This design comes from an exercise in tuning for small area on the open sky130 flow, not from production work. The RTL was checked by simulation tests, not by an equivalence proof against the original design. No activity file was given, so power comes from the tool's default toggle rates.

== wip/delta ==
## bp_top
module bp_top #(
  parameter int NUM_ENTRIES = 32   
) (
  input  logic        clk,
  input  logic        rst_n,
  input  logic        fetch_valid,
  input  bp_pkg::pc_t fetch_pc,
  output logic        pred_valid,
  output logic        pred_hit,
  output bp_pkg::pc_t pred_next_pc,
  input  logic        wb_cyc,
  input  logic        wb_stb,
  input  logic        wb_we,
  input  bp_pkg::pc_t wb_adr,       
  input  bp_pkg::pc_t wb_dat_i,     
  input  logic        wb_tgd_i,     
  output logic        wb_ack,
  output logic        wb_err
);
Size in the first run: roughly 2200 flip-flops, roughly 140 I/O pins.
export LEC_CHECK = 0
export CAP_MARGIN = 20
export CELL_PAD_IN_SITES_DETAIL_PLACEMENT = 0
export CELL_PAD_IN_SITES_GLOBAL_PLACEMENT = 1
export CORE_MARGIN = 2
export CORE_UTILIZATION = 50
export CTS_BUF_LIST = sky130_fd_sc_hd__clkbuf_4 sky130_fd_sc_hd__clkbuf_8
export PLACE_DENSITY = 0.6
export SETUP_SLACK_MARGIN = 0.1
export SLEW_MARGIN = 20
export SYNTH_HIERARCHICAL = 1
create_clock -name core_clock -period 6.0 [get_ports {clk}]
run.sh (not shown) runs the stock make flow with config.mk's settings and CLKGATE_MAP_FILE= SYNTH_SCRIPT=/design/flow/synth_recipe.tcl, a recipe that flattens the netlist after the stock synthesis.
## Diff of input files: wip/xenon against wip/delta
# wip/delta
export LEC_CHECK = 0
export CAP_MARGIN = 20
export CELL_PAD_IN_SITES_DETAIL_PLACEMENT = 0
export CELL_PAD_IN_SITES_GLOBAL_PLACEMENT = 1
export CORE_MARGIN = 2
export CORE_UTILIZATION = 50
export CTS_BUF_LIST = sky130_fd_sc_hd__clkbuf_4 sky130_fd_sc_hd__clkbuf_8
export PLACE_DENSITY = 0.6
export SETUP_SLACK_MARGIN = 0.1
export SLEW_MARGIN = 20
export SYNTH_HIERARCHICAL = 1
create_clock -name core_clock -period 6.0 [get_ports {clk}]
# wip/xenon
export LEC_CHECK = 0
export CAP_MARGIN = 0
export CELL_PAD_IN_SITES_DETAIL_PLACEMENT = 0
export CELL_PAD_IN_SITES_GLOBAL_PLACEMENT = 1
export CORE_MARGIN = 2
export CORE_UTILIZATION = 60
export CTS_BUF_LIST = sky130_fd_sc_hd__clkbuf_4 sky130_fd_sc_hd__clkbuf_8
export CTS_CLUSTER_DIAMETER = 80
export CTS_CLUSTER_SIZE = 24
export PLACE_DENSITY = 0.68
export SETUP_SLACK_MARGIN = 0.1
export SLEW_MARGIN = 0
export SYNTH_HIERARCHICAL = 1
create_clock -name core_clock -period 6.0 [get_ports {clk}]
==> flow/flow/run.sh (new file) <==
#!/bin/bash
# The standard layout, with two changes: the clock tree is built from larger
# sink clusters of clkbuf_8 without dummy loads, and ports are buffered with buf_1.
set -euo pipefail
export CTS_ARGS="-sink_clustering_enable -repair_clock_nets -sink_clustering_size 14 -sink_clustering_max_diameter 45 -buf_list {sky130_fd_sc_hd__clkbuf_8} -dont_use_dummy_load"
export BUFFER_PORTS_ARGS="-buffer_cell sky130_fd_sc_hd__buf_1"
bash standard.sh > standard.log 2>&1
==> flow/standard.sh (new file) <==
#!/bin/bash
# synth_recipe.tcl (not shown) runs the flow's synth.tcl, then flattens the netlist and writes it again
# the make line also repeats each setting of config.mk as NAME=value (left out here)
make -C /OpenROAD-flow-scripts/flow DESIGN_CONFIG=/design/flow/config.mk WORK_HOME=/design/flow/orfs CLKGATE_MAP_FILE= SYNTH_SCRIPT=/design/flow/synth_recipe.tcl "${@:-finish}"
removed: flow/run.sh
Notes after the runs:
Status wip/xenon: flow complete, layout not clean - capacitance limit, slew limit
Having completed the whole flow, wip/delta delivered a layout that passed the timing, DRC and antenna checks.
The run with more setup slack is wip/delta; wip/xenon has less.
Compared wip/xenon against wip/delta; flip-flop and latch area within noise.
From wip/delta to wip/xenon the numbers moved as follows: minimum clock period increased 0.27 ns; number of global-route vias before repair decreased 1.3%; post-CTS repair timing setup buffer count essentially unchanged; buffer count excluding the clock tree in the final layout decreased about 8%; relative contribution of sequential cells to total power increased 13 points.
NOTE: number of inserted filler cells in the final layout in wip/xenon falls short of that of wip/delta
diff inputs: wip/xenon => wip/sierra
# wip/xenon
export LEC_CHECK = 0
export CAP_MARGIN = 0
export CELL_PAD_IN_SITES_DETAIL_PLACEMENT = 0
export CELL_PAD_IN_SITES_GLOBAL_PLACEMENT = 1
export CORE_MARGIN = 2
export CORE_UTILIZATION = 60
export CTS_BUF_LIST = sky130_fd_sc_hd__clkbuf_4 sky130_fd_sc_hd__clkbuf_8
export CTS_CLUSTER_DIAMETER = 80
export CTS_CLUSTER_SIZE = 24
export PLACE_DENSITY = 0.68
export SETUP_SLACK_MARGIN = 0.1
export SLEW_MARGIN = 0
export SYNTH_HIERARCHICAL = 1
create_clock -name core_clock -period 6.0 [get_ports {clk}]
# wip/sierra
export LEC_CHECK = 0
export CAP_MARGIN = 10
export CELL_PAD_IN_SITES_DETAIL_PLACEMENT = 0
export CELL_PAD_IN_SITES_GLOBAL_PLACEMENT = 1
export CORE_MARGIN = 2
export CORE_UTILIZATION = 60
export CTS_BUF_LIST = sky130_fd_sc_hd__clkbuf_4 sky130_fd_sc_hd__clkbuf_8
export CTS_CLUSTER_DIAMETER = 80
export CTS_CLUSTER_SIZE = 24
export PLACE_DENSITY = 0.68
export SETUP_SLACK_MARGIN = 0.1
export SLEW_MARGIN = 10
export SYNTH_HIERARCHICAL = 1
create_clock -name core_clock -period 6.0 [get_ports {clk}]
### Flow results
Having completed the whole flow, wip/sierra delivered a layout that passed the timing, DRC and antenna checks.
As far as proportion of power drawn by the clock network is concerned, wip/sierra and wip/xenon perform about the same.
As far as final cell count is concerned, wip/sierra and wip/xenon perform about the same.
Final-layout clock-cell area share: wip/sierra vs wip/xenon — no meaningful difference
Any difference in smallest hold slack between wip/xenon and wip/sierra is small enough to ignore.
Per the comparison of wip/sierra with wip/xenon, post-layout worst setup margin lost 0.019 ns, total power consumption of the routed design held, design area held, critical path depth comparable, leakage power flat.
[inputs] wip/willow vs wip/sierra
==> flow/flow/run.sh <==
#!/bin/bash
# The standard layout, with two changes: the clock tree is built from larger
# sink clusters of clkbuf_16 without dummy loads, and ports are buffered with buf_1.
set -euo pipefail
export CTS_ARGS="-sink_clustering_enable -repair_clock_nets -sink_clustering_size 30 -sink_clustering_max_diameter 60 -buf_list {sky130_fd_sc_hd__clkbuf_16} -dont_use_dummy_load"
export BUFFER_PORTS_ARGS="-buffer_cell sky130_fd_sc_hd__buf_1"
bash standard.sh > standard.log 2>&1
--- outcome ---
- wip/willow completed end to end with timing, DRC and antenna clean.
- Delta (wip/willow minus wip/sierra): met3 global-route usage dropped 0.64 points, maximum frequency dropped 3.4 MHz, area overhead of the layout relative to synthesis climbed 1.0 points, final area climbed 840 µm².

* * *

run a:
The RTL this note starts from:
==> flow/design.v <==
`timescale 1ns/1ns
package bp_pkg;
  typedef logic [31:0] pc_t;   
  localparam logic [1:0] CTR_SNT = 2'b00;   
  localparam logic [1:0] CTR_WNT = 2'b01;   
  localparam logic [1:0] CTR_WT  = 2'b10;   
  localparam logic [1:0] CTR_ST  = 2'b11;   
  localparam int TAG_W = 27;
endpackage
`timescale 1ns/1ns
module bp_entry_ram #(
  parameter int  NUM_ENTRIES = 32,
  localparam int IDX_W       = $clog2(NUM_ENTRIES),
  localparam int TAG_W       = bp_pkg::TAG_W
) (
  input  logic             clk,
  input  logic             rst_n,
  input  logic [IDX_W-1:0] f_idx,
  output logic             f_valid,
  output logic [TAG_W-1:0] f_tag,
  output logic             f_taken,     
  output bp_pkg::pc_t      f_target,
  input  logic [IDX_W-1:0] u_idx,
  output logic             u_valid,
  output logic [TAG_W-1:0] u_tag,
  output logic [1:0]       u_ctr,
  input  logic             wr_ent,      
  input  logic [TAG_W-1:0] wr_tag,
  input  bp_pkg::pc_t      wr_target,
  input  logic             wr_ctr,      
  input  logic [1:0]       wr_ctr_val
);
  logic             valid  [NUM_ENTRIES];
  logic [TAG_W-1:0] tag    [NUM_ENTRIES];
  bp_pkg::pc_t      target [NUM_ENTRIES];
  logic [1:0]       ctr    [NUM_ENTRIES];
  logic [NUM_ENTRIES-1:0] f_sel, u_sel;
  logic [NUM_ENTRIES-1:0] ctr_msb;
  for (genvar i = 0; i < NUM_ENTRIES; i++) begin : g_msb
    assign ctr_msb[i] = ctr[i][1];
  end
  always_comb begin
    for (int i = 0; i < NUM_ENTRIES; i++) begin
      f_sel[i] = (f_idx == IDX_W'(i));
      u_sel[i] = (u_idx == IDX_W'(i));
    end
  end
  always_ff @(posedge clk or negedge rst_n) begin
    if (!rst_n) begin
      for (int i = 0; i < NUM_ENTRIES; i++) valid[i] <= 1'b0;
    end else begin
      for (int i = 0; i < NUM_ENTRIES; i++)
        if (wr_ent && u_sel[i]) valid[i] <= 1'b1;
    end
  end
  always_ff @(posedge clk) begin
    for (int i = 0; i < NUM_ENTRIES; i++) begin
      if (wr_ent && u_sel[i]) begin
        tag[i]    <= wr_tag;
        target[i] <= wr_target;
      end
      if (wr_ctr && u_sel[i]) ctr[i] <= wr_ctr_val;
    end
  end
  always_comb begin
    f_valid  = 1'b0;
    f_tag    = '0;
    f_taken  = 1'b0;
    f_target = '0;
    u_valid  = 1'b0;
    u_tag    = '0;
    u_ctr    = '0;
    for (int i = 0; i < NUM_ENTRIES; i++) begin
      f_valid  = f_valid  | (f_sel[i] & valid[i]);
      f_tag    = f_tag    | ({TAG_W{f_sel[i]}} & tag[i]);
      f_taken  = f_taken  | (f_sel[i] & ctr_msb[i]);
      f_target = f_target | ({32{f_sel[i]}} & target[i]);
      u_valid  = u_valid  | (u_sel[i] & valid[i]);
      u_tag    = u_tag    | ({TAG_W{u_sel[i]}} & tag[i]);
      u_ctr    = u_ctr    | ({2{u_sel[i]}} & ctr[i]);
    end
  end
endmodule
`timescale 1ns/1ns
module bp_update_slave (
  input  logic        clk,
  input  logic        rst_n,
  input  logic        wb_cyc,
  input  logic        wb_stb,
  input  logic        wb_we,
  input  bp_pkg::pc_t wb_adr,       
  input  bp_pkg::pc_t wb_dat_i,     
  input  logic        wb_tgd_i,     
  output logic        wb_ack,
  output logic        wb_err,
  output logic        upd_valid,    
  output bp_pkg::pc_t upd_pc,
  output bp_pkg::pc_t upd_target,
  output logic        upd_taken
);
  logic req;            
  logic ack_q;
  logic err_q;
  bp_pkg::pc_t adr_q;   
  bp_pkg::pc_t dat_q;
  logic tgd_q;
  assign req = wb_cyc && wb_stb && !ack_q && !err_q;
  always_ff @(posedge clk or negedge rst_n) begin
    if (!rst_n) begin
      ack_q <= 1'b0;
      err_q <= 1'b0;
    end else begin
      ack_q <= req && wb_we;    
      err_q <= req && !wb_we;   
    end
  end
  always_ff @(posedge clk) begin
    adr_q <= wb_adr;
    dat_q <= wb_dat_i;
    tgd_q <= wb_tgd_i;
  end
  assign wb_ack     = ack_q;
  assign wb_err     = err_q;
  assign upd_valid  = ack_q;   
  assign upd_pc     = adr_q;
  assign upd_target = dat_q;
  assign upd_taken  = tgd_q;
endmodule
`timescale 1ns/1ns
module bp_predict_core #(
  parameter int  NUM_ENTRIES = 32,
  localparam int IDX_W       = $clog2(NUM_ENTRIES),
  localparam int TAG_W       = bp_pkg::TAG_W
) (
  input  logic        clk,
  input  logic        rst_n,
  input  logic        fetch_valid,
  input  bp_pkg::pc_t fetch_pc,
  input  logic        upd_valid,
  input  bp_pkg::pc_t upd_pc,
  input  bp_pkg::pc_t upd_target,
  input  logic        upd_taken,
  output logic        look_valid,    
  output logic        look_hit,
  output bp_pkg::pc_t look_next_pc
);
  logic             f_valid, f_taken, u_valid;
  logic [TAG_W-1:0] f_tag, u_tag;
  bp_pkg::pc_t      f_target;
  logic [1:0]       u_ctr;
  logic             hit, tag_match;
  logic [1:0]       ctr_next;
  function automatic logic [TAG_W-1:0] pc_tag(bp_pkg::pc_t pc);
    pc_tag = {pc[31:IDX_W+2], pc[1:0]};
  endfunction
  bp_entry_ram #(.NUM_ENTRIES(NUM_ENTRIES)) ram_i (
    .clk(clk), .rst_n(rst_n),
    .f_idx(fetch_pc[IDX_W+1:2]), .f_valid(f_valid), .f_tag(f_tag),
    .f_taken(f_taken), .f_target(f_target),
    .u_idx(upd_pc[IDX_W+1:2]), .u_valid(u_valid), .u_tag(u_tag), .u_ctr(u_ctr),
    .wr_ent(upd_valid && upd_taken), .wr_tag(pc_tag(upd_pc)), .wr_target(upd_target),
    .wr_ctr(upd_valid && (upd_taken || tag_match)), .wr_ctr_val(ctr_next)
  );
  assign tag_match = u_valid && (u_tag == pc_tag(upd_pc));
  always_comb begin
    if (!tag_match) ctr_next = bp_pkg::CTR_WT;
    else if (upd_taken) ctr_next = (u_ctr == bp_pkg::CTR_ST) ? u_ctr : u_ctr + 2'd1;
    else ctr_next = (u_ctr == bp_pkg::CTR_SNT) ? u_ctr : u_ctr - 2'd1;
  end
  assign hit = fetch_valid && f_valid && (f_tag == pc_tag(fetch_pc)) && f_taken;
  always_ff @(posedge clk or negedge rst_n) begin
    if (!rst_n) begin
      look_valid <= 1'b0;
      look_hit   <= 1'b0;
    end else begin
      look_valid <= fetch_valid;
      look_hit   <= hit;
    end
  end
  always_ff @(posedge clk) begin
    look_next_pc <= hit ? f_target : fetch_pc + 32'd4;
  end
endmodule
`timescale 1ns/1ns
module bp_next_pc (
  input  logic        clk,
  input  logic        rst_n,
  input  logic        look_valid,
  input  logic        look_hit,
  input  bp_pkg::pc_t look_next_pc,
  output logic        pred_valid,
  output logic        pred_hit,
  output bp_pkg::pc_t pred_next_pc
);
  logic        d_valid, d_hit;
  bp_pkg::pc_t d_next_pc;
  always_ff @(posedge clk or negedge rst_n) begin
    if (!rst_n) begin
      d_valid    <= 1'b0;
      d_hit      <= 1'b0;
      pred_valid <= 1'b0;
      pred_hit   <= 1'b0;
    end else begin
      d_valid    <= look_valid;
      d_hit      <= look_hit;
      pred_valid <= d_valid;
      pred_hit   <= d_hit;
    end
  end
  always_ff @(posedge clk) begin
    d_next_pc    <= look_next_pc;
    pred_next_pc <= d_next_pc;
  end
endmodule
`timescale 1ns/1ns
module bp_top #(
  parameter int NUM_ENTRIES = 32   
) (
  input  logic        clk,
  input  logic        rst_n,
  input  logic        fetch_valid,
  input  bp_pkg::pc_t fetch_pc,
  output logic        pred_valid,
  output logic        pred_hit,
  output bp_pkg::pc_t pred_next_pc,
  input  logic        wb_cyc,
  input  logic        wb_stb,
  input  logic        wb_we,
  input  bp_pkg::pc_t wb_adr,       
  input  bp_pkg::pc_t wb_dat_i,     
  input  logic        wb_tgd_i,     
  output logic        wb_ack,
  output logic        wb_err
);
  logic upd_valid;     
  bp_pkg::pc_t  upd_pc;
  bp_pkg::pc_t  upd_target;
  logic upd_taken;
  logic look_valid;    
  logic look_hit;
  bp_pkg::pc_t  look_next_pc;
  bp_update_slave update_slave_i (
    .clk(clk), .rst_n(rst_n),
    .wb_cyc(wb_cyc), .wb_stb(wb_stb), .wb_we(wb_we),
    .wb_adr(wb_adr), .wb_dat_i(wb_dat_i), .wb_tgd_i(wb_tgd_i),
    .wb_ack(wb_ack), .wb_err(wb_err),
    .upd_valid(upd_valid), .upd_pc(upd_pc),
    .upd_target(upd_target), .upd_taken(upd_taken)
  );
  bp_predict_core #(.NUM_ENTRIES(NUM_ENTRIES)) predict_core_i (
    .clk(clk), .rst_n(rst_n),
    .fetch_valid(fetch_valid), .fetch_pc(fetch_pc),
    .upd_valid(upd_valid), .upd_pc(upd_pc),
    .upd_target(upd_target), .upd_taken(upd_taken),
    .look_valid(look_valid), .look_hit(look_hit), .look_next_pc(look_next_pc)
  );
  bp_next_pc next_pc_i (
    .clk(clk), .rst_n(rst_n),
    .look_valid(look_valid), .look_hit(look_hit), .look_next_pc(look_next_pc),
    .pred_valid(pred_valid), .pred_hit(pred_hit), .pred_next_pc(pred_next_pc)
  );
endmodule
make LEC_CHECK=0 CAP_MARGIN=20 CELL_PAD_IN_SITES_DETAIL_PLACEMENT=1 CELL_PAD_IN_SITES_GLOBAL_PLACEMENT=2 CORE_MARGIN=2 CORE_UTILIZATION=25 PLACE_DENSITY=0.4 SLEW_MARGIN=20 finish   # period 6.0 ns
Stock flow here: none of the scripts above is used.
Nothing crashed in run a and all stages finished; the problem is that the final layout failed, the offending checks being setup timing.
For run b, these inputs were changed with respect to run a:
- swapping 2 for 1 in CELL_PAD_IN_SITES_GLOBAL_PLACEMENT
- swapping 1 for 0 in CELL_PAD_IN_SITES_DETAIL_PLACEMENT
- putting ABC_AREA at 1 where nothing was set
- swapping 25 for 50 in CORE_UTILIZATION
- swapping 0.4 for 0.62 in PLACE_DENSITY
==> run summary <==
Per the final summary, run b finished and its layout is clean on timing, DRC and antenna. In run b, the power share of the combinational group came out 0.7 points below the value in run a. Run b reports its top power consumer group as sequential cells while run a reports clock. Compared with run a, run b improves worst hold slack. Compared to run a, run b leaves less free space in the core. In run b, the final critical path time including I/O delays and setup came out 0.62 ns below the value in run a.

[re-timing with driven ports]
In the flow no input, the clock included, has a driving cell. The finished layouts below were timed again as built, in two steps. Step 1 assumes that a clkbuf_16 drives the clock port and a buf_2 every other input. Step 2 times the ports against the registers' clock, not the clock port: input delays grow and output delays shrink by t, the midpoint of the rising clock arrivals with the driver on. Three values: no drivers, after step 1, after step 2; two values: the first two.
run	t (ns)	slack for setup (ns)	worst register clock-pin slew, ns	pins driven straight from the clock port
wip/delta	1.160	0.657 / 0.639 / -0.521	0.07 / 0.07	1
wip/xenon	1.052	0.385 / 0.433 / -0.619	0.10 / 0.10	1
wip/sierra	1.050	0.366 / 0.420 / -0.630	0.10 / 0.10	1
wip/willow	0.888	0.255 / 0.306 / -0.582	0.11 / 0.11	1
run a	1.022	-0.131 / -0.131 / -0.851	0.07 / 0.07	1
run b	0.975	0.487 / 0.487 / -0.053	0.07 / 0.07	1
The setup slack of wip/delta, which loses most, moves by -0.018 ns with the drivers and by -1.178 ns with both steps.
